Background: an optimization exercise with open tools, aiming at small area, a short achievable clock period and few clock cycles. Do not read the settings as production practice. No run shown here included a check of the RTL's function; only the layout flow was run.

[design/flow/config.mk]
export PLATFORM = sky130hd
export DESIGN_NAME = multiplicacao_matrizes_seq
export DESIGN_NICKNAME = multiplicacao_matrizes_seq
export VERILOG_FILES = /design/flow/design.v
export SDC_FILE = /design/flow/constraint.sdc
export NUM_CORES = 4
export LEC_CHECK = 0
export CAP_MARGIN = 20
export CORE_MARGIN = 2
export CORE_UTILIZATION = 40
export CTS_CLUSTER_DIAMETER = 100
export CTS_CLUSTER_SIZE = 20
export SLEW_MARGIN = 20
[design/flow/constraint.sdc]
create_clock -name core_clock -period 11.0 [get_ports {clk}]
set_input_delay 2.2000 -clock core_clock [delete_from_list [all_inputs] [get_ports {clk}]]
set_output_delay 2.2000 -clock core_clock [all_outputs]
set_load 0.01 [all_outputs]
[design/flow/design.v]
package multiplicacao_pkg;
  localparam int DATA_W_DEF = 8;
  localparam int MAX_N_DEF  = 5;
  typedef enum logic [1:0] {
    IDLE    = 2'd0,
    COMPUTE = 2'd1,
    DONE    = 2'd2
  } state_t;
  function automatic int data_max(input int w);
    data_max = (1 << (w - 1)) - 1;
  endfunction
  function automatic int data_min(input int w);
    data_min = -(1 << (w - 1));
  endfunction
  localparam int DATA_MAX = data_max(DATA_W_DEF);
  localparam int DATA_MIN = data_min(DATA_W_DEF);
  function automatic int idx(input int i, input int j, input int max_n,
                             input int data_w);
    idx = (i * max_n + j) * data_w;
  endfunction
  function automatic int decode_n(input int size, input int max_n);
    decode_n = (size + 2 > max_n) ? max_n : size + 2;
  endfunction
endpackage
module saturador #(
  parameter int DATA_W = 8
) (
  input  logic [DATA_W-1:0] lo,
  input  logic              oor,
  input  logic              neg,
  input  logic              sat_en,
  output logic [DATA_W-1:0] y
);
  always_comb begin
    y = {~lo[DATA_W-1], lo[DATA_W-2:0]};
    if (sat_en && oor) begin
      y = neg ? {1'b1, {(DATA_W-1){1'b0}}} : {1'b0, {(DATA_W-1){1'b1}}};
    end
  end
endmodule
module multiplicacao_matrizes_seq #(
  parameter int DATA_W = multiplicacao_pkg::DATA_W_DEF,
  parameter int MAX_N  = multiplicacao_pkg::MAX_N_DEF,
  parameter int SIZE_W = $clog2(MAX_N - 1),
  parameter int ACC_W  = 18
) (
  input  logic                            clk,
  input  logic                            rst_n,
  input  logic                            start,
  input  logic                            sat_en,
  input  logic [SIZE_W-1:0]               matrix_size,
  input  logic [MAX_N*MAX_N*DATA_W-1:0]   A,
  input  logic [MAX_N*MAX_N*DATA_W-1:0]   B,
  output logic                            busy,
  output logic                            done,
  output logic [MAX_N*MAX_N*DATA_W-1:0]   C,
  output logic                            overflow_flag
);
  localparam int CNT_W = 3;
  logic             run_q;      
  logic             done_q;     
  logic [CNT_W-1:0] cnt_q;
  logic             sat_q;
  logic [MAX_N-1:0] vld_q;      
  logic [DATA_W-1:0] a_q [MAX_N][MAX_N];
  logic [DATA_W-1:0] b_q [MAX_N][MAX_N];
  logic [ACC_W-1:0]  acc_q [MAX_N][MAX_N];
  logic [ACC_W-1:0]  acc_d [MAX_N][MAX_N];
  logic              oor_q [MAX_N][MAX_N];    
  logic idle;
  logic [CNT_W-1:0] n_m1;
  assign idle = !run_q && !done_q;
  assign busy = run_q;
  assign done = done_q;
  assign n_m1 = CNT_W'(multiplicacao_pkg::decode_n(int'(matrix_size), MAX_N) - 1);
  always_ff @(posedge clk or negedge rst_n) begin
    if (!rst_n) begin
      run_q   <= 1'b0;
      done_q  <= 1'b0;
      cnt_q   <= '0;
      sat_q   <= 1'b0;
      vld_q   <= '0;
    end else begin
      done_q  <= 1'b0;
      if (idle) begin
        if (start) begin
          run_q   <= 1'b1;
          cnt_q   <= n_m1;
          sat_q   <= sat_en;
          for (int i = 0; i < MAX_N; i++) vld_q[i] <= (i <= int'(n_m1));
        end
      end else if (run_q) begin
        cnt_q <= cnt_q - 1'b1;
        if (cnt_q == '0) begin
          run_q  <= 1'b0;
          done_q <= 1'b1;
        end
      end
    end
  end
  logic accept;
  logic more;
  assign accept = idle && start;
  assign more   = run_q && (cnt_q != '0);
  always_ff @(posedge clk) begin
    for (int i = 0; i < MAX_N; i++) begin
      for (int k = 0; k < MAX_N; k++) begin
        if (!run_q || k == MAX_N-1) begin
          b_q[k][i] <= B[(k*MAX_N + i)*DATA_W +: DATA_W];
        end else begin
          b_q[k][i] <= b_q[(k+1) % MAX_N][i];
        end
      end
      for (int k = 1; k < MAX_N; k++) begin
        if (!run_q || k == MAX_N-1) begin
          a_q[i][k] <= A[(i*MAX_N + k)*DATA_W +: DATA_W];
        end else begin
          a_q[i][k] <= a_q[i][(k+1) % MAX_N];
        end
      end
      a_q[i][0] <= ({DATA_W{accept}} & A[(i*MAX_N)*DATA_W +: DATA_W]) |
                   ({DATA_W{more}} & a_q[i][1]);
    end
  end
  for (genvar gi = 0; gi < MAX_N; gi++) begin : g_mr
    for (genvar gj = 0; gj < MAX_N; gj++) begin : g_mc
      mac_unit u_mac (
        .a      (a_q[gi][0]),
        .b      (b_q[0][gj]),
        .acc_in (acc_q[gi][gj]),
        .sum    (acc_d[gi][gj])
      );
      always_ff @(posedge clk) begin
        if (accept) begin
          acc_q[gi][gj] <= ACC_W'(1 << (DATA_W-1));
          oor_q[gi][gj] <= 1'b0;
        end else begin
          acc_q[gi][gj] <= acc_d[gi][gj];
          oor_q[gi][gj] <= (acc_d[gi][gj][ACC_W-1:DATA_W] != '0);
        end
      end
    end
  end
  logic [MAX_N*MAX_N-1:0] ovf_e;
  for (genvar gi = 0; gi < MAX_N; gi++) begin : g_row
    for (genvar gj = 0; gj < MAX_N; gj++) begin : g_col
      logic [DATA_W-1:0] y;
      saturador #(
        .DATA_W (DATA_W)
      ) u_sat (
        .lo     (acc_q[gi][gj][DATA_W-1:0]),
        .oor    (oor_q[gi][gj]),
        .neg    (acc_q[gi][gj][ACC_W-1]),
        .sat_en (sat_q),
        .y      (y)
      );
      localparam int GM = (gi > gj) ? gi : gj;
      assign C[(gi*MAX_N + gj)*DATA_W +: DATA_W] = vld_q[GM] ? y : '0;
      assign ovf_e[gi*MAX_N + gj] = vld_q[GM] && oor_q[gi][gj];
    end
  end
  assign overflow_flag = |ovf_e;
endmodule
module mac_unit (
  input  logic [7:0]  a,
  input  logic [7:0]  b,
  input  logic [17:0] acc_in,
  output logic [17:0] sum
);
  logic pp_0_0;
  logic pp_0_1;
  logic pp_0_2;
  logic pp_0_3;
  logic pp_0_4;
  logic pp_0_5;
  logic pp_0_6;
  logic pp_0_7;
  logic pp_1_0;
  logic pp_1_1;
  logic pp_1_2;
  logic pp_1_3;
  logic pp_1_4;
  logic pp_1_5;
  logic pp_1_6;
  logic pp_1_7;
  logic pp_2_0;
  logic pp_2_1;
  logic pp_2_2;
  logic pp_2_3;
  logic pp_2_4;
  logic pp_2_5;
  logic pp_2_6;
  logic pp_2_7;
  logic pp_3_0;
  logic pp_3_1;
  logic pp_3_2;
  logic pp_3_3;
  logic pp_3_4;
  logic pp_3_5;
  logic pp_3_6;
  logic pp_3_7;
  logic pp_4_0;
  logic pp_4_1;
  logic pp_4_2;
  logic pp_4_3;
  logic pp_4_4;
  logic pp_4_5;
  logic pp_4_6;
  logic pp_4_7;
  logic pp_5_0;
  logic pp_5_1;
  logic pp_5_2;
  logic pp_5_3;
  logic pp_5_4;
  logic pp_5_5;
  logic pp_5_6;
  logic pp_5_7;
  logic pp_6_0;
  logic pp_6_1;
  logic pp_6_2;
  logic pp_6_3;
  logic pp_6_4;
  logic pp_6_5;
  logic pp_6_6;
  logic pp_6_7;
  logic pp_7_0;
  logic pp_7_1;
  logic pp_7_2;
  logic pp_7_3;
  logic pp_7_4;
  logic pp_7_5;
  logic pp_7_6;
  logic pp_7_7;
  logic s0, c0;
  logic s1, c1;
  logic s2, c2;
  logic s3, c3;
  logic s4, c4;
  logic s5, c5;
  logic s6, c6;
  logic s7, c7;
  logic s8, c8;
  logic s9, c9;
  logic s10, c10;
  logic s11, c11;
  logic s12, c12;
  logic s13, c13;
  logic s14, c14;
  logic s15, c15;
  logic s16, c16;
  logic s17, c17;
  logic s18, c18;
  logic s19, c19;
  logic s20, c20;
  logic s21, c21;
  logic s22, c22;
  logic s23, c23;
  logic s24, c24;
  logic s25, c25;
  logic s26, c26;
  logic s27, c27;
  logic s28, c28;
  logic s29, c29;
  logic s30, c30;
  logic s31, c31;
  logic s32, c32;
  logic s33, c33;
  logic s34, c34;
  logic s35, c35;
  logic s36, c36;
  logic s37, c37;
  logic s38, c38;
  logic s39, c39;
  logic s40, c40;
  logic s41, c41;
  logic s42, c42;
  logic s43, c43;
  logic s44, c44;
  logic s45, c45;
  logic s46, c46;
  logic s47, c47;
  logic s48, c48;
  logic s49, c49;
  logic s50, c50;
  logic s51, c51;
  logic s52, c52;
  logic s53, c53;
  logic s54, c54;
  logic s55, c55;
  logic s56, c56;
  logic s57, c57;
  logic s58, c58;
  logic [17:0] r0, r1;
  assign pp_0_0 = a[0] & b[0];
  assign pp_0_1 = a[0] & b[1];
  assign pp_0_2 = a[0] & b[2];
  assign pp_0_3 = a[0] & b[3];
  assign pp_0_4 = a[0] & b[4];
  assign pp_0_5 = a[0] & b[5];
  assign pp_0_6 = a[0] & b[6];
  assign pp_0_7 = ~(a[0] & b[7]);
  assign pp_1_0 = a[1] & b[0];
  assign pp_1_1 = a[1] & b[1];
  assign pp_1_2 = a[1] & b[2];
  assign pp_1_3 = a[1] & b[3];
  assign pp_1_4 = a[1] & b[4];
  assign pp_1_5 = a[1] & b[5];
  assign pp_1_6 = a[1] & b[6];
  assign pp_1_7 = ~(a[1] & b[7]);
  assign pp_2_0 = a[2] & b[0];
  assign pp_2_1 = a[2] & b[1];
  assign pp_2_2 = a[2] & b[2];
  assign pp_2_3 = a[2] & b[3];
  assign pp_2_4 = a[2] & b[4];
  assign pp_2_5 = a[2] & b[5];
  assign pp_2_6 = a[2] & b[6];
  assign pp_2_7 = ~(a[2] & b[7]);
  assign pp_3_0 = a[3] & b[0];
  assign pp_3_1 = a[3] & b[1];
  assign pp_3_2 = a[3] & b[2];
  assign pp_3_3 = a[3] & b[3];
  assign pp_3_4 = a[3] & b[4];
  assign pp_3_5 = a[3] & b[5];
  assign pp_3_6 = a[3] & b[6];
  assign pp_3_7 = ~(a[3] & b[7]);
  assign pp_4_0 = a[4] & b[0];
  assign pp_4_1 = a[4] & b[1];
  assign pp_4_2 = a[4] & b[2];
  assign pp_4_3 = a[4] & b[3];
  assign pp_4_4 = a[4] & b[4];
  assign pp_4_5 = a[4] & b[5];
  assign pp_4_6 = a[4] & b[6];
  assign pp_4_7 = ~(a[4] & b[7]);
  assign pp_5_0 = a[5] & b[0];
  assign pp_5_1 = a[5] & b[1];
  assign pp_5_2 = a[5] & b[2];
  assign pp_5_3 = a[5] & b[3];
  assign pp_5_4 = a[5] & b[4];
  assign pp_5_5 = a[5] & b[5];
  assign pp_5_6 = a[5] & b[6];
  assign pp_5_7 = ~(a[5] & b[7]);
  assign pp_6_0 = a[6] & b[0];
  assign pp_6_1 = a[6] & b[1];
  assign pp_6_2 = a[6] & b[2];
  assign pp_6_3 = a[6] & b[3];
  assign pp_6_4 = a[6] & b[4];
  assign pp_6_5 = a[6] & b[5];
  assign pp_6_6 = a[6] & b[6];
  assign pp_6_7 = ~(a[6] & b[7]);
  assign pp_7_0 = ~(a[7] & b[0]);
  assign pp_7_1 = ~(a[7] & b[1]);
  assign pp_7_2 = ~(a[7] & b[2]);
  assign pp_7_3 = ~(a[7] & b[3]);
  assign pp_7_4 = ~(a[7] & b[4]);
  assign pp_7_5 = ~(a[7] & b[5]);
  assign pp_7_6 = ~(a[7] & b[6]);
  assign pp_7_7 = a[7] & b[7];
  assign s0 = pp_0_5 ^ pp_1_4;
  assign c0 = pp_0_5 & pp_1_4;
  assign s1 = pp_0_6 ^ pp_1_5 ^ pp_2_4;
  assign c1 = (pp_0_6 & pp_1_5) | (pp_0_6 & pp_2_4) | (pp_1_5 & pp_2_4);
  assign s2 = pp_3_3 ^ pp_4_2;
  assign c2 = pp_3_3 & pp_4_2;
  assign s3 = pp_0_7 ^ pp_1_6 ^ pp_2_5;
  assign c3 = (pp_0_7 & pp_1_6) | (pp_0_7 & pp_2_5) | (pp_1_6 & pp_2_5);
  assign s4 = pp_3_4 ^ pp_4_3 ^ pp_5_2;
  assign c4 = (pp_3_4 & pp_4_3) | (pp_3_4 & pp_5_2) | (pp_4_3 & pp_5_2);
  assign s5 = pp_6_1 ^ pp_7_0;
  assign c5 = pp_6_1 & pp_7_0;
  assign s6 = pp_1_7 ^ pp_2_6 ^ pp_3_5;
  assign c6 = (pp_1_7 & pp_2_6) | (pp_1_7 & pp_3_5) | (pp_2_6 & pp_3_5);
  assign s7 = pp_4_4 ^ pp_5_3 ^ pp_6_2;
  assign c7 = (pp_4_4 & pp_5_3) | (pp_4_4 & pp_6_2) | (pp_5_3 & pp_6_2);
  assign s8 = pp_7_1 ^ acc_in[8] ^ 1'b1;
  assign c8 = (pp_7_1 & acc_in[8]) | (pp_7_1 & 1'b1) | (acc_in[8] & 1'b1);
  assign s9 = pp_2_7 ^ pp_3_6 ^ pp_4_5;
  assign c9 = (pp_2_7 & pp_3_6) | (pp_2_7 & pp_4_5) | (pp_3_6 & pp_4_5);
  assign s10 = pp_5_4 ^ pp_6_3 ^ pp_7_2;
  assign c10 = (pp_5_4 & pp_6_3) | (pp_5_4 & pp_7_2) | (pp_6_3 & pp_7_2);
  assign s11 = pp_3_7 ^ pp_4_6 ^ pp_5_5;
  assign c11 = (pp_3_7 & pp_4_6) | (pp_3_7 & pp_5_5) | (pp_4_6 & pp_5_5);
  assign s12 = pp_0_3 ^ pp_1_2;
  assign c12 = pp_0_3 & pp_1_2;
  assign s13 = pp_0_4 ^ pp_1_3 ^ pp_2_2;
  assign c13 = (pp_0_4 & pp_1_3) | (pp_0_4 & pp_2_2) | (pp_1_3 & pp_2_2);
  assign s14 = pp_3_1 ^ pp_4_0;
  assign c14 = pp_3_1 & pp_4_0;
  assign s15 = s0 ^ pp_2_3 ^ pp_3_2;
  assign c15 = (s0 & pp_2_3) | (s0 & pp_3_2) | (pp_2_3 & pp_3_2);
  assign s16 = pp_4_1 ^ pp_5_0 ^ acc_in[5];
  assign c16 = (pp_4_1 & pp_5_0) | (pp_4_1 & acc_in[5]) | (pp_5_0 & acc_in[5]);
  assign s17 = c0 ^ s1 ^ s2;
  assign c17 = (c0 & s1) | (c0 & s2) | (s1 & s2);
  assign s18 = pp_5_1 ^ pp_6_0 ^ acc_in[6];
  assign c18 = (pp_5_1 & pp_6_0) | (pp_5_1 & acc_in[6]) | (pp_6_0 & acc_in[6]);
  assign s19 = c1 ^ c2 ^ s3;
  assign c19 = (c1 & c2) | (c1 & s3) | (c2 & s3);
  assign s20 = s4 ^ s5 ^ acc_in[7];
  assign c20 = (s4 & s5) | (s4 & acc_in[7]) | (s5 & acc_in[7]);
  assign s21 = c3 ^ c4 ^ c5;
  assign c21 = (c3 & c4) | (c3 & c5) | (c4 & c5);
  assign s22 = s6 ^ s7 ^ s8;
  assign c22 = (s6 & s7) | (s6 & s8) | (s7 & s8);
  assign s23 = c6 ^ c7 ^ c8;
  assign c23 = (c6 & c7) | (c6 & c8) | (c7 & c8);
  assign s24 = s9 ^ s10 ^ acc_in[9];
  assign c24 = (s9 & s10) | (s9 & acc_in[9]) | (s10 & acc_in[9]);
  assign s25 = c9 ^ c10 ^ s11;
  assign c25 = (c9 & c10) | (c9 & s11) | (c10 & s11);
  assign s26 = pp_6_4 ^ pp_7_3 ^ acc_in[10];
  assign c26 = (pp_6_4 & pp_7_3) | (pp_6_4 & acc_in[10]) | (pp_7_3 & acc_in[10]);
  assign s27 = c11 ^ pp_4_7 ^ pp_5_6;
  assign c27 = (c11 & pp_4_7) | (c11 & pp_5_6) | (pp_4_7 & pp_5_6);
  assign s28 = pp_6_5 ^ pp_7_4 ^ acc_in[11];
  assign c28 = (pp_6_5 & pp_7_4) | (pp_6_5 & acc_in[11]) | (pp_7_4 & acc_in[11]);
  assign s29 = pp_5_7 ^ pp_6_6 ^ pp_7_5;
  assign c29 = (pp_5_7 & pp_6_6) | (pp_5_7 & pp_7_5) | (pp_6_6 & pp_7_5);
  assign s30 = pp_0_2 ^ pp_1_1;
  assign c30 = pp_0_2 & pp_1_1;
  assign s31 = s12 ^ pp_2_1 ^ pp_3_0;
  assign c31 = (s12 & pp_2_1) | (s12 & pp_3_0) | (pp_2_1 & pp_3_0);
  assign s32 = c12 ^ s13 ^ s14;
  assign c32 = (c12 & s13) | (c12 & s14) | (s13 & s14);
  assign s33 = c13 ^ c14 ^ s15;
  assign c33 = (c13 & c14) | (c13 & s15) | (c14 & s15);
  assign s34 = c15 ^ c16 ^ s17;
  assign c34 = (c15 & c16) | (c15 & s17) | (c16 & s17);
  assign s35 = c17 ^ c18 ^ s19;
  assign c35 = (c17 & c18) | (c17 & s19) | (c18 & s19);
  assign s36 = c19 ^ c20 ^ s21;
  assign c36 = (c19 & c20) | (c19 & s21) | (c20 & s21);
  assign s37 = c21 ^ c22 ^ s23;
  assign c37 = (c21 & c22) | (c21 & s23) | (c22 & s23);
  assign s38 = c23 ^ c24 ^ s25;
  assign c38 = (c23 & c24) | (c23 & s25) | (c24 & s25);
  assign s39 = c25 ^ c26 ^ s27;
  assign c39 = (c25 & c26) | (c25 & s27) | (c26 & s27);
  assign s40 = c27 ^ c28 ^ s29;
  assign c40 = (c27 & c28) | (c27 & s29) | (c28 & s29);
  assign s41 = c29 ^ pp_6_7 ^ pp_7_6;
  assign c41 = (c29 & pp_6_7) | (c29 & pp_7_6) | (pp_6_7 & pp_7_6);
  assign s42 = pp_0_1 ^ pp_1_0;
  assign c42 = pp_0_1 & pp_1_0;
  assign s43 = s30 ^ pp_2_0 ^ acc_in[2];
  assign c43 = (s30 & pp_2_0) | (s30 & acc_in[2]) | (pp_2_0 & acc_in[2]);
  assign s44 = c30 ^ s31 ^ acc_in[3];
  assign c44 = (c30 & s31) | (c30 & acc_in[3]) | (s31 & acc_in[3]);
  assign s45 = c31 ^ s32 ^ acc_in[4];
  assign c45 = (c31 & s32) | (c31 & acc_in[4]) | (s32 & acc_in[4]);
  assign s46 = c32 ^ s33 ^ s16;
  assign c46 = (c32 & s33) | (c32 & s16) | (s33 & s16);
  assign s47 = c33 ^ s34 ^ s18;
  assign c47 = (c33 & s34) | (c33 & s18) | (s34 & s18);
  assign s48 = c34 ^ s35 ^ s20;
  assign c48 = (c34 & s35) | (c34 & s20) | (s35 & s20);
  assign s49 = c35 ^ s36 ^ s22;
  assign c49 = (c35 & s36) | (c35 & s22) | (s36 & s22);
  assign s50 = c36 ^ s37 ^ s24;
  assign c50 = (c36 & s37) | (c36 & s24) | (s37 & s24);
  assign s51 = c37 ^ s38 ^ s26;
  assign c51 = (c37 & s38) | (c37 & s26) | (s38 & s26);
  assign s52 = c38 ^ s39 ^ s28;
  assign c52 = (c38 & s39) | (c38 & s28) | (s39 & s28);
  assign s53 = c39 ^ s40 ^ acc_in[12];
  assign c53 = (c39 & s40) | (c39 & acc_in[12]) | (s40 & acc_in[12]);
  assign s54 = c40 ^ s41 ^ acc_in[13];
  assign c54 = (c40 & s41) | (c40 & acc_in[13]) | (s41 & acc_in[13]);
  assign s55 = c41 ^ pp_7_7 ^ acc_in[14];
  assign c55 = (c41 & pp_7_7) | (c41 & acc_in[14]) | (pp_7_7 & acc_in[14]);
  assign s56 = acc_in[15] ^ 1'b1;
  assign c56 = acc_in[15] & 1'b1;
  assign s57 = acc_in[16] ^ 1'b1;
  assign c57 = acc_in[16] & 1'b1;
  assign s58 = acc_in[17] ^ 1'b1;
  assign c58 = acc_in[17] & 1'b1;
  assign r0 = {c57, c56, c55, c54, c53, c52, c51, c50, c49, c48, c47, c46, c45, c44, c43, c42, s42, pp_0_0};
  assign r1 = {s58, s57, s56, s55, s54, s53, s52, s51, s50, s49, s48, s47, s46, s45, s44, s43, acc_in[1], acc_in[0]};
  logic [17:0] pg, gg;
  assign pg = r0 ^ r1;
  assign gg = r0 & r1;
  logic bg0, bp0;
  assign bg0 = gg[1] | (pg[1] & gg[0]);
  assign bp0 = pg[1] & pg[0];
  logic bg1, bp1;
  assign bg1 = gg[3] | (pg[3] & gg[2]);
  assign bp1 = pg[3] & pg[2];
  logic bg2, bp2;
  assign bg2 = gg[5] | (pg[5] & gg[4]);
  assign bp2 = pg[5] & pg[4];
  logic bg3, bp3;
  assign bg3 = gg[7] | (pg[7] & gg[6]);
  assign bp3 = pg[7] & pg[6];
  logic bg4, bp4;
  assign bg4 = gg[9] | (pg[9] & gg[8]);
  assign bp4 = pg[9] & pg[8];
  logic bg5, bp5;
  assign bg5 = gg[11] | (pg[11] & gg[10]);
  assign bp5 = pg[11] & pg[10];
  logic bg6, bp6;
  assign bg6 = gg[13] | (pg[13] & gg[12]);
  assign bp6 = pg[13] & pg[12];
  logic bg7, bp7;
  assign bg7 = gg[15] | (pg[15] & gg[14]);
  assign bp7 = pg[15] & pg[14];
  logic bg8, bp8;
  assign bg8 = gg[17] | (pg[17] & gg[16]);
  assign bp8 = pg[17] & pg[16];
  logic bg9, bp9;
  assign bg9 = bg1 | (bp1 & bg0);
  assign bp9 = bp1 & bp0;
  logic bg10, bp10;
  assign bg10 = bg3 | (bp3 & bg2);
  assign bp10 = bp3 & bp2;
  logic bg11, bp11;
  assign bg11 = bg5 | (bp5 & bg4);
  assign bp11 = bp5 & bp4;
  logic bg12, bp12;
  assign bg12 = bg7 | (bp7 & bg6);
  assign bp12 = bp7 & bp6;
  logic bg13, bp13;
  assign bg13 = bg10 | (bp10 & bg9);
  assign bp13 = bp10 & bp9;
  logic bg14, bp14;
  assign bg14 = bg12 | (bp12 & bg11);
  assign bp14 = bp12 & bp11;
  logic bg15, bp15;
  assign bg15 = bg14 | (bp14 & bg13);
  assign bp15 = bp14 & bp13;
  logic bg16, bp16;
  assign bg16 = bg11 | (bp11 & bg13);
  assign bp16 = bp11 & bp13;
  logic bg17, bp17;
  assign bg17 = bg2 | (bp2 & bg9);
  assign bp17 = bp2 & bp9;
  logic bg18, bp18;
  assign bg18 = bg4 | (bp4 & bg13);
  assign bp18 = bp4 & bp13;
  logic bg19, bp19;
  assign bg19 = bg6 | (bp6 & bg16);
  assign bp19 = bp6 & bp16;
  logic bg20, bp20;
  assign bg20 = bg8 | (bp8 & bg15);
  assign bp20 = bp8 & bp15;
  logic bg21, bp21;
  assign bg21 = gg[2] | (pg[2] & bg0);
  assign bp21 = pg[2] & bp0;
  logic bg22, bp22;
  assign bg22 = gg[4] | (pg[4] & bg9);
  assign bp22 = pg[4] & bp9;
  logic bg23, bp23;
  assign bg23 = gg[6] | (pg[6] & bg17);
  assign bp23 = pg[6] & bp17;
  logic bg24, bp24;
  assign bg24 = gg[8] | (pg[8] & bg13);
  assign bp24 = pg[8] & bp13;
  logic bg25, bp25;
  assign bg25 = gg[10] | (pg[10] & bg18);
  assign bp25 = pg[10] & bp18;
  logic bg26, bp26;
  assign bg26 = gg[12] | (pg[12] & bg16);
  assign bp26 = pg[12] & bp16;
  logic bg27, bp27;
  assign bg27 = gg[14] | (pg[14] & bg19);
  assign bp27 = pg[14] & bp19;
  logic bg28, bp28;
  assign bg28 = gg[16] | (pg[16] & bg15);
  assign bp28 = pg[16] & bp15;
  assign sum[0] = pg[0];
  assign sum[1] = pg[1] ^ gg[0];
  assign sum[2] = pg[2] ^ bg0;
  assign sum[3] = pg[3] ^ bg21;
  assign sum[4] = pg[4] ^ bg9;
  assign sum[5] = pg[5] ^ bg22;
  assign sum[6] = pg[6] ^ bg17;
  assign sum[7] = pg[7] ^ bg23;
  assign sum[8] = pg[8] ^ bg13;
  assign sum[9] = pg[9] ^ bg24;
  assign sum[10] = pg[10] ^ bg18;
  assign sum[11] = pg[11] ^ bg25;
  assign sum[12] = pg[12] ^ bg16;
  assign sum[13] = pg[13] ^ bg26;
  assign sum[14] = pg[14] ^ bg19;
  assign sum[15] = pg[15] ^ bg27;
  assign sum[16] = pg[16] ^ bg15;
  assign sum[17] = pg[17] ^ bg28;
endmodule
[design/flow/flow/run.sh]
#!/bin/bash
# The standard layout (the standard.sh, unchanged synthesis), with extra
# ORFS settings from flow/knobs.txt (one VAR=value per line): a larger
# setup margin for timing repair and a plain buffer for the port buffers.
# The constraints, clock period and checks are unchanged.
set -euo pipefail
mapfile -t KNOBS < <(grep -v '^#' flow/knobs.txt | sed '/^$/d')
bash standard.sh "${KNOBS[@]}" finish > standard_flow.log 2>&1
[design/flow/flow/knobs.txt]
SETUP_SLACK_MARGIN=6
BUFFER_PORTS_ARGS=-buffer_cell sky130_fd_sc_hd__buf_1
[design/flow/standard.sh]
#!/bin/bash
# synth_recipe.tcl (not shown) runs the flow's synth.tcl, then flattens the netlist and writes it again
# the make line also repeats each setting of config.mk as NAME=value (left out here)
make -C /OpenROAD-flow-scripts/flow DESIGN_CONFIG=/design/flow/config.mk WORK_HOME=/design/flow/orfs CLKGATE_MAP_FILE= SYNTH_SCRIPT=/design/flow/synth_recipe.tcl "${@:-finish}"
==> impl_metrics.toml, run 1 <==
[die]
initial_utilization_pct = 40.2
die-area_um2 = 219000
die_w_um = 468
die_y_um = 468
rows = 170
io_pins = 609
coreArea_um2 = 214000

[timing]
fin_crit_sh_pct = 46.9
period_needed_ns = 5.16
grt_setup_unrepaired = "true"
drv_slew = 0
clock-skew-final_ns = 0.0492
setup_violations = 0
setup_slack_ns = 5.84
fmax_mhz = 194
finalSetupTns_ns = 0
tightest_slew_ns = 0.995
relSlewSlack_pct = 33.7
hold_viol = 0

[detailed_routing]
drc = 0
wl_per_cell_um = 24.3
drt_iter0_markers = 5270
drt_wl_total_um = 308000
num_vias = 65900
antenna_left = 0
viasPerCell = 5.20
drtPass1Iterations = 6

[worst_setup_path]
crit_start = "b_q[1][6]"
reg2reg_from = "b_q[1][6]"
reg2regPathDepth = 19
start_kind = "register"
reg2reg_to = "oor_q[21]"
ff2ff_setup_slack_ns = 5.84
path_class = "register to register"
cp.required_ns = 11.59
cp-end-kind = "register"
arrival_ns = 5.76
worstPathMaxFanout = 8

[cells_and_area]
mostFrequentLayoutCell = "inv_1"
final_cell_mix = "inv_1 (1688), fa_1 (1285), and2_1 (1036)"
post-route-cell-area_um2 = 103000
fillers = 19700
layout-drive-gt1-share_pct = 16.0
syn_to_final_growth_pct = 19.5
fin_nets = 12200
final_util_pct = 48.0

[synthesis]
syn_avg_cell_area_um2 = 9.45
syn_nets = 11500
ys_ff_latch = 886
yosys_warnings = 11
syn-instance-count = 9101
synth_area_um2 = 86000
seq_area_frac_synth_pct = 20.7
synth.distinct_cells = 43

[hold_path]
whs_endpoint = "b_q[10][0]"
holdCritStartpoint = "b_q[15][0]"
hold_depth = 1
min_path_type = "register to register"

[global_routing]
antenna_found_initial = 46
grt_pass1_vias = 68800
overflow = 0
grt_max_degree = 163
grt_pass1_wl_um = 422000
grt_usage_pct = 25.8

[clocking]
htree_levels = 3
clk_pin_slew_worst_paths_ns = 0.10
clock_latency_ns = 0.75
cts_tree = "yes"
clock_sinks = 886
cts_buffer_depth = 3
cts-root-buf = "clkbuf_16"
cts_buffers = 66

[placed_design]
post_dp_cell_area_um2 = 90900
gp_congestion = 0.848
port_buffers = 608
dpl.hpwl_um = 181000
dp_worst_setup_slack_ns = 5.14

[flow_run]
cap_viol_max_count = 0

[status]
status = "finished clean"
==> how the worst max path moves through the flow <==
| stage | slack (ns) | end | depth (start not counted) |
|---|---|---|---|
| 2_1_floorplan | 6.01 | oor_q[1] | 18 |
| 3_3_place_gp | 5.27 | oor_q[21] | 18 |
| 3_5_place_dp | 5.14 | oor_q[21] | 18 |
| 4_1_cts | 5.91 | C[77] | 6 |
| 5_1_grt | 5.69 | oor_q[21] | 19 |
| 6_report | 5.84 | oor_q[21] | 19 |
==> flip-flops by register name, summed over array words and instances (netlist names) <==
signal	count
a_q	200
acc_q	450
b_q	200
cnt_q	3
done_q	1
oor_q	25
run_q	1
sat_q	1
vld_q	5
==> metrics by stage <==
stage                     cells  hold slack (ns)
final                     12700            0.442
after global routing      12700            0.455
after CTS                 12500            0.444
after detailed placement  12200            0.435
after global placement    12200            0.434
after floorplan            9101            0.426
==> layout make-up <==
type                       instances  area (um^2)  area share [%]
multi-input combinational       6050        63700            62.0
timing repair buffer            1048         8840            8.61
antenna                           37         92.6          0.0901
clock buffer                      73         1740            1.69
tap                             2838         3550            3.46
inverter                        1726         6480            6.30
sequential                       886        18000            17.5
clock inverter                    31          363           0.353
==> layer usage <==
metal  share of wire [%]  GRT usage, %  vias to the layer above  wire (um)
met1                  38          33.0                    33400     117000
met5               0.040             0                        -        124
met3                  11          4.89                      684      32700
li1                    -             -                    28800          -
met4                 7.2          12.8                       14      22100
met2                  44          41.8                     3041     136000
==> cell families after synthesis <==
group,after synthesis,synth area share (%)
AO/OA/AOI/OAI,764,6.07
buffers and inverters,2165,9.56
adder cells (fa/ha/maj),2004,41.4
multiplexers,282,3.69
XOR/XNOR,251,2.56
flip-flops,886,20.7
AND/OR/NAND/NOR,2749,16.1
==> synth_stat cells <==
cell,n,share of area [%]
o21ai_0,61,0.35
nand3_1,1,0.0058
xor2_1,142,1.4
a22o_1,45,0.46
xnor2_1,109,1.1
dfxtp_1,875,20
nand2_1,813,3.5
a22oi_1,16,0.14
o21ba_2,4,0.047
o31a_1,4,0.041
o21a_1,30,0.26
clkbuf_1,364,1.6
a21o_2,5,0.051
inv_1,1726,7.5
nor2_2,19,0.14
nor2_1,515,2.2
ha_1,604,8.8
buf_2,73,0.42
mux2_2,282,3.7
o211a_1,25,0.29
nand2_2,4,0.029
o211ai_1,25,0.22
nor3_1,43,0.25
a21boi_0,21,0.18
o2bb2ai_1,16,0.16
nor2b_1,175,1.3
dfrtp_1,11,0.32
a211o_1,46,0.47
buf_4,2,0.017
and2_1,1117,8.1
a21oi_1,303,1.8
fa_1,1400,33
nand4_1,50,0.36
o41ai_1,1,0.010
a211oi_1,26,0.23
a222oi_1,1,0.012
a41oi_2,21,0.40
a31oi_1,6,0.044
or4_1,1,0.0087
nor4_1,6,0.044
a21o_1,108,0.94
nand2b_1,4,0.029
or3_1,1,0.0073
==> timing repair <==
action | 4_1_cts | 5_1_grt
hold buffers | 0 | 0
cloned | 43 | 46
setup endpoints to repair | 342 | 106
gates resized for setup | 536 | 489
setup buffers | 115 | 144
pin swaps | 276 | 500
==> critical path: stages, from the launching register on <==
cell and delay, ns:
dfxtp_4 0.38, buf_12 0.14, buf_16 0.17, buf_6 0.13, and2_1 0.16, fa_1 0.51
inv_2 0.04, fa_2 0.44, fa_1 0.54, inv_1 0.05, fa_1 0.47, ha_1 0.32
nand2_2 0.08, o31a_1 0.37, buf_6 0.15, o21a_1 0.19, fa_2 0.56, nand4_1 0.10
nor3_2 0.14, a21oi_1 0.08
==> run 2: changes to the inputs <==
==> design/flow/flow/knobs.txt (replaced) <==
SETUP_SLACK_MARGIN=5.75
BUFFER_PORTS_ARGS=-buffer_cell sky130_fd_sc_hd__buf_1
==> impl_metrics.toml, run 2 <==
[worst_setup_path]
reg2reg_from = "a_q[5][2]"
arrival_ns = 3.02
worstPathMaxFanout = 2
ff2ff_setup_slack_ns = 5.83
reg2regPathDepth = 18
cp.required_ns = 8.80
start_kind = "register"
path_class = "register to output pin"
cp-end-kind = "output pin"
reg2reg_to = "oor_q[9]"

[cells_and_area]
layoutNonFillerInstCount = 12500
syn_to_final_growth_pct = 14.7
mostFrequentLayoutCell = "inv_1"
layout-drive-gt1-share_pct = 10.7
largest_register = "acc_q"
final_cell_mix = "inv_1 (1725), fa_1 (1360), and2_1 (1102)"
multi_input_area_um2 = 61800
fin_nets = 12000
fillers = 20400
largest_reg_flops = 450
final-seq-area_um2 = 18000
largestRegisters = "acc_q x450, a_q x200, b_q x200"

[detailed_routing]
viasPerCell = 5.13
num_vias = 64200
drc = 0
antenna_left = 0
drtPass1Iterations = 5
wl_per_cell_um = 23.6
drt_wl_total_um = 296000
drt_iter0_markers = 4537

[global_routing]
grt_pass1_vias = 68700
overflow = 0
grt_pass1_wl_um = 413000
grt_usage_pct = 25.2
grt_max_degree = 157
antenna_found_initial = 41

[hold_path]
min_path_type = "register to register"
holdCritStartpoint = "a_q[16][1]"
hold_depth = 1
whs_endpoint = "a_q[15][1]"

[synthesis]
synth.most_common_cell = "inv_1"
synth_area_um2 = 86000
syn-instance-count = 9101
async_flop_share_pct = 1.24
synth_edf_count = 0
synth.distinct_cells = 43
ys_ff_latch = 886
synth_top_cell_by_area = "fa_1"
seq_area_frac_synth_pct = 20.7
yosysTopAreaCellShare_pct = 32.6
syn_avg_cell_area_um2 = 9.45
synthTopCellsByCount = "inv_1 (1726), fa_1 (1400), and2_1 (1117)"
yosys_most_used_dff = "dfxtp_1"
syn_nets = 11500
yosys_warnings = 11
synth.area.top_cells = "fa_1 (33%), dfxtp_1 (20%), ha_1 (8.8%)"

[placed_design]
dp_cells = 12200
dpl.hpwl_um = 182000
gp_congestion = 0.896
port_buffers = 608

[timing]
hold_viol = 0
clock-skew-final_ns = 0.0474
finalSetupTns_ns = 0
grt_setup_unrepaired = "true"
fin_hold_ws_ns = 0.442
fin_crit_sh_pct = 47.5
fmax_mhz = 191
period_needed_ns = 5.22
setup_violations = 0
drv_slew = 0
relSlewSlack_pct = 22.8
tightest_slew_ns = 1.16

[clocking]
clock_sinks = 886
cts-root-buf = "clkbuf_16"
clk_pin_slew_worst_paths_ns = 0.09
cts_hold_buf = 0
clock_latency_ns = 0.74
cts_buffer_depth = 3
cts_tree = "yes"
cts_buffers = 70
htree_levels = 3

[die]
initial_utilization_pct = 40.2
die-area_um2 = 219000
die_w_um = 468
rows = 170
io_pins = 609
die_y_um = 468
coreArea_um2 = 214000

[flow_run]
cap_viol_max_count = 0

[status]
status = "finished clean"
-- run 2: cell counts after synthesis --
No cell type changed its count.
-- run 2: critical path: stages (launching register included) --
cell	delay, ns
dfxtp_1	0.42
or4_1	0.70
o21ai_0	0.50
nand3_1	0.43
buf_1	0.24
-- run 2: cells by family (layout without fill, tap and decap cells) --
kind of cell,Yosys count,count (layout),share of synthesized area (%)
XOR/XNOR,251,251,2.56
buffers and inverters,2165,2708,9.56
other,0,32,0
multiplexers,282,282,3.69
AO/OA/AOI/OAI,764,764,6.07
flip-flops,886,886,20.7
adder cells (fa/ha/maj),2004,2004,41.4
AND/OR/NAND/NOR,2749,2749,16.1
-- run 2: how the worst max path moves through the flow --
stage | from | endpoint | slack, ns | cells after the start
floorplan | a_q[0][1] | oor_q[1] | 5.98 | 18
global placement | b_q[3][7] | oor_q[18] | 5.13 | 18
global route | b_q[3][6] | oor_q[18] | 5.68 | 19
detailed placement | b_q[3][7] | oor_q[18] | 5.05 | 18
finish | oor_q[2] | overflow_flag | 5.78 | 4
CTS | b_q[3][7] | oor_q[18] | 5.60 | 18
-- run 2: per-layer routing --
layer	up-vias	track usage, %	part of all wire [%]
li1	28500	-	-
met1	32600	31.3	38
met2	2559	42.5	46
met3	535	4.68	9.3
met4	6	11.5	5.9
met5	-	0	0.016
-- run 2: through the flow --
step / worst slack [ns] / utilization, % / instance area, um^2
after global placement: 5.13 / 42.4 / 90900
after global routing: 5.68 / 46.0 / 98600
after floorplan: 5.98 / - / 86000
after detailed placement: 5.05 / 42.4 / 90900
after CTS: 5.60 / 44.5 / 95300
final: 5.78 / 46.0 / 98600
-- run 2: cell type report --
| class | count | share of cell area [%] |
|---|---|---|
| antenna | 32 | 0.0812 |
| clock buffer | 76 | 1.82 |
| clock inverter | 40 | 0.599 |
| inverter | 1726 | 6.57 |
| multi-input combinational | 6050 | 62.6 |
| sequential | 886 | 18.2 |
| tap | 2838 | 3.60 |
| timing repair buffer | 866 | 6.50 |
-- run 2: what timing repair did --
item,4_1_cts,5_1_grt
gates resized for setup,175,407
endpoints found under the hold margin,0,0
endpoints found under the setup margin,276,58
gates cloned,20,31
pin swaps,27,195
buffers inserted,53,64
==> run 3: changes to the inputs <==
--- a/design/flow/design.v
+++ b/design/flow/design.v
@@ -22,6 +22,37 @@
     decode_n = (size + 2 > max_n) ? max_n : size + 2;
   endfunction
 endpackage
+module range_check #(
+  parameter int ACC_W  = 18,
+  parameter int DATA_W = 8,
+  parameter int SPLIT  = 9
+) (
+  input  logic [ACC_W-1:0] acc,
+  input  logic             cy,
+  output logic             oor,
+  output logic             neg
+);
+  if (SPLIT >= ACC_W) begin : g_plain
+    assign neg = acc[ACC_W-1];
+    assign oor = !((acc[ACC_W-1:DATA_W-1] == '0) || (acc[ACC_W-1:DATA_W-1] == '1));
+  end else begin : g_split
+    localparam int HW = ACC_W - SPLIT;
+    logic [HW-1:0] hi;
+    logic          lo_zero;    
+    logic          lo_ones;    
+    logic          hi_zero;    
+    logic          hi_ones;    
+    always_comb begin
+      hi      = acc[ACC_W-1:SPLIT];
+      lo_zero = (acc[SPLIT-1:DATA_W-1] == '0);
+      lo_ones = (acc[SPLIT-1:DATA_W-1] == '1);
+      hi_zero = cy ? (hi == '1) : (hi == '0);
+      hi_ones = cy ? (hi == {{(HW-1){1'b1}}, 1'b0}) : (hi == '1);
+      neg     = acc[ACC_W-1] ^ (cy && (acc[ACC_W-2:SPLIT] == '1));
+      oor     = !((hi_zero && lo_zero) || (hi_ones && lo_ones));
+    end
+  end
+endmodule
 module saturador #(
   parameter int DATA_W = 8
 ) (
@@ -32,7 +63,7 @@
   output logic [DATA_W-1:0] y
 );
   always_comb begin
-    y = {~lo[DATA_W-1], lo[DATA_W-2:0]};
+    y = lo;
     if (sat_en && oor) begin
       y = neg ? {1'b1, {(DATA_W-1){1'b0}}} : {1'b0, {(DATA_W-1){1'b1}}};
     end
@@ -60,35 +91,35 @@
   logic             run_q;      
   logic             done_q;     
   logic [CNT_W-1:0] cnt_q;
-  logic             sat_q;
-  logic [MAX_N-1:0] vld_q;      
+  logic [MAX_N-1:0] sat_q;      
   logic [DATA_W-1:0] a_q [MAX_N][MAX_N];
   logic [DATA_W-1:0] b_q [MAX_N][MAX_N];
-  logic [ACC_W-1:0]  acc_q [MAX_N][MAX_N];
-  logic [ACC_W-1:0]  acc_d [MAX_N][MAX_N];
-  logic              oor_q [MAX_N][MAX_N];    
   logic idle;
+  logic accept;
+  logic more;
   logic [CNT_W-1:0] n_m1;
-  assign idle = !run_q && !done_q;
-  assign busy = run_q;
-  assign done = done_q;
-  assign n_m1 = CNT_W'(multiplicacao_pkg::decode_n(int'(matrix_size), MAX_N) - 1);
+  logic [MAX_N-1:0] in_n;       
+  assign idle   = !run_q && !done_q;
+  assign accept = idle && start;
+  assign more   = run_q && (cnt_q != '0);
+  assign busy   = run_q;
+  assign done   = done_q;
+  assign n_m1   = CNT_W'(multiplicacao_pkg::decode_n(int'(matrix_size), MAX_N) - 1);
+  always_comb begin
+    for (int i = 0; i < MAX_N; i++) in_n[i] = (i <= int'(n_m1));
+  end
   always_ff @(posedge clk or negedge rst_n) begin
     if (!rst_n) begin
-      run_q   <= 1'b0;
-      done_q  <= 1'b0;
-      cnt_q   <= '0;
-      sat_q   <= 1'b0;
-      vld_q   <= '0;
+      run_q  <= 1'b0;
+      done_q <= 1'b0;
+      cnt_q  <= '0;
+      sat_q  <= '0;
     end else begin
-      done_q  <= 1'b0;
-      if (idle) begin
-        if (start) begin
-          run_q   <= 1'b1;
-          cnt_q   <= n_m1;
-          sat_q   <= sat_en;
-          for (int i = 0; i < MAX_N; i++) vld_q[i] <= (i <= int'(n_m1));
-        end
+      done_q <= 1'b0;
+      if (accept) begin
+        run_q <= 1'b1;
+        cnt_q <= n_m1;
+        sat_q <= {MAX_N{sat_en}} & in_n;
       end else if (run_q) begin
         cnt_q <= cnt_q - 1'b1;
         if (cnt_q == '0) begin
@@ -98,65 +129,75 @@
       end
     end
   end
-  logic accept;
-  logic more;
-  assign accept = idle && start;
-  assign more   = run_q && (cnt_q != '0);
   always_ff @(posedge clk) begin
     for (int i = 0; i < MAX_N; i++) begin
       for (int k = 0; k < MAX_N; k++) begin
-        if (!run_q || k == MAX_N-1) begin
-          b_q[k][i] <= B[(k*MAX_N + i)*DATA_W +: DATA_W];
+        if (!run_q) begin
+          b_q[k][i] <= B[(k*MAX_N + i)*DATA_W +: DATA_W] & {DATA_W{in_n[i]}};
         end else begin
-          b_q[k][i] <= b_q[(k+1) % MAX_N][i];
+          b_q[k][i] <= (k < MAX_N-1) ? b_q[(k+1) % MAX_N][i] : '0;
         end
       end
       for (int k = 1; k < MAX_N; k++) begin
-        if (!run_q || k == MAX_N-1) begin
-          a_q[i][k] <= A[(i*MAX_N + k)*DATA_W +: DATA_W];
+        if (!run_q) begin
+          a_q[i][k] <= A[(i*MAX_N + k)*DATA_W +: DATA_W] & {DATA_W{in_n[i]}};
         end else begin
-          a_q[i][k] <= a_q[i][(k+1) % MAX_N];
+          a_q[i][k] <= (k < MAX_N-1) ? a_q[i][(k+1) % MAX_N] : '0;
         end
       end
-      a_q[i][0] <= ({DATA_W{accept}} & A[(i*MAX_N)*DATA_W +: DATA_W]) |
+      a_q[i][0] <= ({DATA_W{accept && in_n[i]}} & A[(i*MAX_N)*DATA_W +: DATA_W]) |
                    ({DATA_W{more}} & a_q[i][1]);
     end
   end
+  logic [MAX_N*MAX_N-1:0] ovf_e;
   for (genvar gi = 0; gi < MAX_N; gi++) begin : g_mr
     for (genvar gj = 0; gj < MAX_N; gj++) begin : g_mc
+      logic [ACC_W-1:0] acc_q;
+      logic             cy_q;
+      logic [ACC_W-1:0] acc_d;
+      logic             cy_d;
       mac_unit u_mac (
         .a      (a_q[gi][0]),
         .b      (b_q[0][gj]),
-        .acc_in (acc_q[gi][gj]),
-        .sum    (acc_d[gi][gj])
+        .acc_in (acc_q),
+        .cy_in  (cy_q),
+        .sum    (acc_d),
+        .cy     (cy_d)
       );
-      always_ff @(posedge clk) begin
-        if (accept) begin
-          acc_q[gi][gj] <= ACC_W'(1 << (DATA_W-1));
-          oor_q[gi][gj] <= 1'b0;
+      always_ff @(posedge clk or negedge rst_n) begin
+        if (!rst_n) begin
+          acc_q <= '0;
+          cy_q  <= 1'b0;
+        end else if (accept) begin
+          acc_q <= '0;
+          cy_q  <= 1'b0;
         end else begin
-          acc_q[gi][gj] <= acc_d[gi][gj];
-          oor_q[gi][gj] <= (acc_d[gi][gj][ACC_W-1:DATA_W] != '0);
+          acc_q <= acc_d;
+          cy_q  <= cy_d;
         end
       end
-    end
-  end
-  logic [MAX_N*MAX_N-1:0] ovf_e;
-  for (genvar gi = 0; gi < MAX_N; gi++) begin : g_row
-    for (genvar gj = 0; gj < MAX_N; gj++) begin : g_col
-      logic [DATA_W-1:0] y;
+      logic oor;
+      logic neg;
+      range_check #(
+        .ACC_W  (ACC_W),
+        .DATA_W (DATA_W),
+        .SPLIT  (18)
+      ) u_rc (
+        .acc    (acc_q),
+        .cy     (cy_q),
+        .oor    (oor),
+        .neg    (neg)
+      );
       saturador #(
         .DATA_W (DATA_W)
       ) u_sat (
-        .lo     (acc_q[gi][gj][DATA_W-1:0]),
-        .oor    (oor_q[gi][gj]),
-        .neg    (acc_q[gi][gj][ACC_W-1]),
-        .sat_en (sat_q),
-        .y      (y)
+        .lo     (acc_q[DATA_W-1:0]),
+        .oor    (oor),
+        .neg    (neg),
+        .sat_en (sat_q[gi]),
+        .y      (C[(gi*MAX_N + gj)*DATA_W +: DATA_W])
       );
-      localparam int GM = (gi > gj) ? gi : gj;
-      assign C[(gi*MAX_N + gj)*DATA_W +: DATA_W] = vld_q[GM] ? y : '0;
-      assign ovf_e[gi*MAX_N + gj] = vld_q[GM] && oor_q[gi][gj];
+      assign ovf_e[gi*MAX_N + gj] = oor;
     end
   end
   assign overflow_flag = |ovf_e;
@@ -165,7 +206,9 @@
   input  logic [7:0]  a,
   input  logic [7:0]  b,
   input  logic [17:0] acc_in,
-  output logic [17:0] sum
+  input  logic        cy_in,
+  output logic [17:0] sum,
+  output logic        cy
 );
   logic pp_0_0;
   logic pp_0_1;
@@ -475,112 +518,6 @@
   assign c58 = acc_in[17] & 1'b1;
   assign r0 = {c57, c56, c55, c54, c53, c52, c51, c50, c49, c48, c47, c46, c45, c44, c43, c42, s42, pp_0_0};
   assign r1 = {s58, s57, s56, s55, s54, s53, s52, s51, s50, s49, s48, s47, s46, s45, s44, s43, acc_in[1], acc_in[0]};
-  logic [17:0] pg, gg;
-  assign pg = r0 ^ r1;
-  assign gg = r0 & r1;
-  logic bg0, bp0;
-  assign bg0 = gg[1] | (pg[1] & gg[0]);
-  assign bp0 = pg[1] & pg[0];
-  logic bg1, bp1;
-  assign bg1 = gg[3] | (pg[3] & gg[2]);
-  assign bp1 = pg[3] & pg[2];
-  logic bg2, bp2;
-  assign bg2 = gg[5] | (pg[5] & gg[4]);
-  assign bp2 = pg[5] & pg[4];
-  logic bg3, bp3;
-  assign bg3 = gg[7] | (pg[7] & gg[6]);
-  assign bp3 = pg[7] & pg[6];
-  logic bg4, bp4;
-  assign bg4 = gg[9] | (pg[9] & gg[8]);
-  assign bp4 = pg[9] & pg[8];
-  logic bg5, bp5;
-  assign bg5 = gg[11] | (pg[11] & gg[10]);
-  assign bp5 = pg[11] & pg[10];
-  logic bg6, bp6;
-  assign bg6 = gg[13] | (pg[13] & gg[12]);
-  assign bp6 = pg[13] & pg[12];
-  logic bg7, bp7;
-  assign bg7 = gg[15] | (pg[15] & gg[14]);
-  assign bp7 = pg[15] & pg[14];
-  logic bg8, bp8;
-  assign bg8 = gg[17] | (pg[17] & gg[16]);
-  assign bp8 = pg[17] & pg[16];
-  logic bg9, bp9;
-  assign bg9 = bg1 | (bp1 & bg0);
-  assign bp9 = bp1 & bp0;
-  logic bg10, bp10;
-  assign bg10 = bg3 | (bp3 & bg2);
-  assign bp10 = bp3 & bp2;
-  logic bg11, bp11;
-  assign bg11 = bg5 | (bp5 & bg4);
-  assign bp11 = bp5 & bp4;
-  logic bg12, bp12;
-  assign bg12 = bg7 | (bp7 & bg6);
-  assign bp12 = bp7 & bp6;
-  logic bg13, bp13;
-  assign bg13 = bg10 | (bp10 & bg9);
-  assign bp13 = bp10 & bp9;
-  logic bg14, bp14;
-  assign bg14 = bg12 | (bp12 & bg11);
-  assign bp14 = bp12 & bp11;
-  logic bg15, bp15;
-  assign bg15 = bg14 | (bp14 & bg13);
-  assign bp15 = bp14 & bp13;
-  logic bg16, bp16;
-  assign bg16 = bg11 | (bp11 & bg13);
-  assign bp16 = bp11 & bp13;
-  logic bg17, bp17;
-  assign bg17 = bg2 | (bp2 & bg9);
-  assign bp17 = bp2 & bp9;
-  logic bg18, bp18;
-  assign bg18 = bg4 | (bp4 & bg13);
-  assign bp18 = bp4 & bp13;
-  logic bg19, bp19;
-  assign bg19 = bg6 | (bp6 & bg16);
-  assign bp19 = bp6 & bp16;
-  logic bg20, bp20;
-  assign bg20 = bg8 | (bp8 & bg15);
-  assign bp20 = bp8 & bp15;
-  logic bg21, bp21;
-  assign bg21 = gg[2] | (pg[2] & bg0);
-  assign bp21 = pg[2] & bp0;
-  logic bg22, bp22;
-  assign bg22 = gg[4] | (pg[4] & bg9);
-  assign bp22 = pg[4] & bp9;
-  logic bg23, bp23;
-  assign bg23 = gg[6] | (pg[6] & bg17);
-  assign bp23 = pg[6] & bp17;
-  logic bg24, bp24;
-  assign bg24 = gg[8] | (pg[8] & bg13);
-  assign bp24 = pg[8] & bp13;
-  logic bg25, bp25;
-  assign bg25 = gg[10] | (pg[10] & bg18);
-  assign bp25 = pg[10] & bp18;
-  logic bg26, bp26;
-  assign bg26 = gg[12] | (pg[12] & bg16);
-  assign bp26 = pg[12] & bp16;
-  logic bg27, bp27;
-  assign bg27 = gg[14] | (pg[14] & bg19);
-  assign bp27 = pg[14] & bp19;
-  logic bg28, bp28;
-  assign bg28 = gg[16] | (pg[16] & bg15);
-  assign bp28 = pg[16] & bp15;
-  assign sum[0] = pg[0];
-  assign sum[1] = pg[1] ^ gg[0];
-  assign sum[2] = pg[2] ^ bg0;
-  assign sum[3] = pg[3] ^ bg21;
-  assign sum[4] = pg[4] ^ bg9;
-  assign sum[5] = pg[5] ^ bg22;
-  assign sum[6] = pg[6] ^ bg17;
-  assign sum[7] = pg[7] ^ bg23;
-  assign sum[8] = pg[8] ^ bg13;
-  assign sum[9] = pg[9] ^ bg24;
-  assign sum[10] = pg[10] ^ bg18;
-  assign sum[11] = pg[11] ^ bg25;
-  assign sum[12] = pg[12] ^ bg16;
-  assign sum[13] = pg[13] ^ bg26;
-  assign sum[14] = pg[14] ^ bg19;
-  assign sum[15] = pg[15] ^ bg27;
-  assign sum[16] = pg[16] ^ bg15;
-  assign sum[17] = pg[17] ^ bg28;
+  assign sum = r0 + r1;
+  assign cy = 1'b0;
 endmodule
==> design/flow/flow/knobs.txt (replaced) <==
SETUP_SLACK_MARGIN=5.5
BUFFER_PORTS_ARGS=-buffer_cell sky130_fd_sc_hd__buf_1
--- a/design/flow/config.mk
+++ b/design/flow/config.mk
@@ -8,6 +8,4 @@
 export CAP_MARGIN = 20
 export CORE_MARGIN = 2
 export CORE_UTILIZATION = 40
-export CTS_CLUSTER_DIAMETER = 100
-export CTS_CLUSTER_SIZE = 20
 export SLEW_MARGIN = 20
==> impl_metrics.toml, run 3 <==
[status]
status = "finished clean"

[placed_design]
port_buffers = 608
dpl.hpwl_um = 203000
gp_congestion = 0.912

[cells_and_area]
largest_reg_flops = 450
layout-drive-gt1-share_pct = 4.19
syn_to_final_growth_pct = 10.0
fin_nets = 13100
largest_register = "g_mr.g_mc.acc_q"
mostFrequentLayoutCell = "inv_1"
largestRegisters = "g_mr.g_mc.acc_q x450, a_q x200, b_q x200"
fillers = 22700
final_util_pct = 44.2
final_cell_mix = "inv_1 (1897), fa_1 (1225), and2_1 (1121)"

[detailed_routing]
antenna_left = 0
drtPass1Iterations = 6
num_vias = 72200
drt_iter0_markers = 4273
drt_wl_total_um = 276000
viasPerCell = 5.20
wl_per_cell_um = 19.9
drc = 0

[die]
rows = 176
die-area_um2 = 235000
die_y_um = 485
initial_utilization_pct = 40.2
io_pins = 609
coreArea_um2 = 230000
die_w_um = 485

[worst_setup_path]
arrival_ns = 3.37
worstPathMaxFanout = 4
start_kind = "register"
cp-end-kind = "output pin"
cp.required_ns = 8.80
path_class = "register to output pin"

[synthesis]
synth.most_common_cell = "inv_1"
synth_compound_area_share_pct = 11.7
synth_edf_count = 0
synth_fa_ha_area_share_pct = 35.8
seq_area_frac_synth_pct = 21.1
syn_avg_cell_area_um2 = 8.82
synth_top_cell_by_area = "fa_1"
synth_mux_area_share_pct = 0.180
syn_nets = 12800
synth_xor_area_share_pct = 3.00
synth.area.top_cells = "fa_1 (27%), dfrtp_1 (12%), ha_1 (9.2%)"
yosys_warnings = 6
yosys_most_used_dff = "dfrtp_1"
synth-simple-area-share_pct = 18.2
ys_ff_latch = 860
async_flop_share_pct = 53.5
synth_top_family_by_area = "adder cells"
synth.distinct_cells = 94
syn-instance-count = 10500
synth_area_um2 = 92400
yosysTopAreaCellShare_pct = 26.5
synthTopCellsByCount = "inv_1 (1897), fa_1 (1225), and2_1 (1122)"

[clocking]
htree_levels = 3
cts_hold_buf = 0
cts_tree = "yes"
cts_buffer_depth = 3
clock_sinks = 860
clock_latency_ns = 0.77
clk_pin_slew_worst_paths_ns = 0.06
cts_buffers = 111
cts-root-buf = "clkbuf_16"

[flow_run]
cap_viol_max_count = 0

[global_routing]
grt_max_degree = 152
grt_pass1_wl_um = 435000
overflow = 0
antenna_found_initial = 22
grt_pass1_vias = 76400
grt_usage_pct = 23.6

[timing]
setup_violations = 0
period_needed_ns = 5.57
fin_crit_sh_pct = 50.6
grt_setup_unrepaired = "true"
finalSetupTns_ns = 0
tightest_slew_ns = 1.04
fmax_mhz = 180
hold_viol = 0
relSlewSlack_pct = 29.8
clock-skew-final_ns = 0.0381
drv_slew = 0

[hold_path]
min_path_type = "register to register"
## run 3: final timing paths
path	from	to	slack, ns	cells after the start
min in group asynchronous	rst_n	g_mr[3].g_mc[1].acc_q[15]	1.40	1
max	g_mr[2].g_mc[0].acc_q[9]	overflow_flag	5.43	7
min reg2reg	a_q[24][2]	a_q[23][2]	0.43	2
min	a_q[24][2]	a_q[23][2]	0.43	2
max in group asynchronous	rst_n	g_mr[1].g_mc[3].acc_q[6]	7.57	3
max reg2reg	b_q[0][6]	g_mr[3].g_mc[0].acc_q[14]	5.79	16
## run 3: final cells by class
| type | count | area (um^2) | share of cell area, % |
|---|---|---|---|
| tap | 3026 | 3790 | 3.72 |
| multi-input combinational | 7159 | 63900 | 62.8 |
| antenna | 7 | 17.5 | 0.0172 |
| timing repair buffer | 737 | 3300 | 3.25 |
| sequential | 860 | 19600 | 19.3 |
| clock buffer | 158 | 3300 | 3.25 |
| inverter | 1897 | 7120 | 7.00 |
| clock inverter | 50 | 673 | 0.662 |
## run 3: kinds of logic after synthesis
kind of cell,Yosys count
AOI/OAI and AO/OA,1592
xor gates and xnor gates,316
adders and majority gates,1905
buffers and inverters,2454
DFF,860
muxes,16
and+or+nand+nor,3330
## run 3: repair_timing
item                                   CTS  global route
pin swaps                                2             6
setup endpoints to repair               25            29
gates resized for setup                 17            29
endpoints found under the hold margin    0             0
buffers inserted                         1             3
## run 3: critical path, cell delays in order, from the launching register on
cell and delay (ns):
dfrtp_2 0.44, or4_4 0.55, nor3_4 0.16, a41oi_4 0.17, or3_4 0.44, nor4_4 0.26, nand4_1 0.31, buf_2 0.25
## run 3: per-stage QoR
stage / hold slack, ns / area, um^2 / setup WS [ns] / instances
2_1_floorplan: 0.401 / 92400 / 6.33 / 10500
3_3_place_gp: 0.411 / 97400 / 5.33 / 13700
3_5_place_dp: 0.411 / 97400 / 5.24 / 13700
4_1_cts: 0.426 / 101000 / 5.21 / 13900
5_1_grt: 0.450 / 102000 / 5.35 / 13900
6_report: 0.426 / 102000 / 5.43 / 13900
## run 3: per-layer routing
metal	track usage (%)	share of wire, %	up-vias
met5	0	0.016	-
met3	4.07	6.4	408
met1	29.8	41	36300
li1	-	-	33400
met2	40.3	48	2040
met4	9.12	4.2	6

==> re-timing with driven ports <==
In the flow no input, the clock included, has a driving cell. The finished layouts below were timed again as built, in two steps.
Step 1 (the two cells are an assumption about what drives the block):
set clk [get_ports {clk}]
set_driving_cell -lib_cell sky130_fd_sc_hd__clkbuf_16 $clk
set_driving_cell -lib_cell sky130_fd_sc_hd__buf_2 [delete_from_list [all_inputs] $clk]
Step 2, shift: input delay + t, output delay - t, t = (earliest + latest rising clock arrival at the registers) / 2. This alone moves slack from input paths to output paths.
Three values: no drivers, after step 1, after step 2; two values: the first two.
| run | shift t [ns] | slack for setup (ns) | worst setup path at the end | worst register clock-pin slew, ns | worst data-port slew with drivers (ns) |
|---|---|---|---|---|---|
| run 1 | 0.826 | 5.838 / 5.838 / 5.838 | register to register | 0.10 / 0.10 | 0.11 |
| run 2 | 0.814 | 5.775 / 5.683 / 5.833 | register to register | 0.09 / 0.09 | 0.12 |
| run 3 | 0.851 | 5.433 / 5.337 / 5.302 | input to register | 0.07 / 0.07 | 0.15 |
After both steps every run listed still meets setup and hold. The setup slack of run 3, which loses most, moves by -0.096 ns with the drivers and by -0.131 ns with both steps.
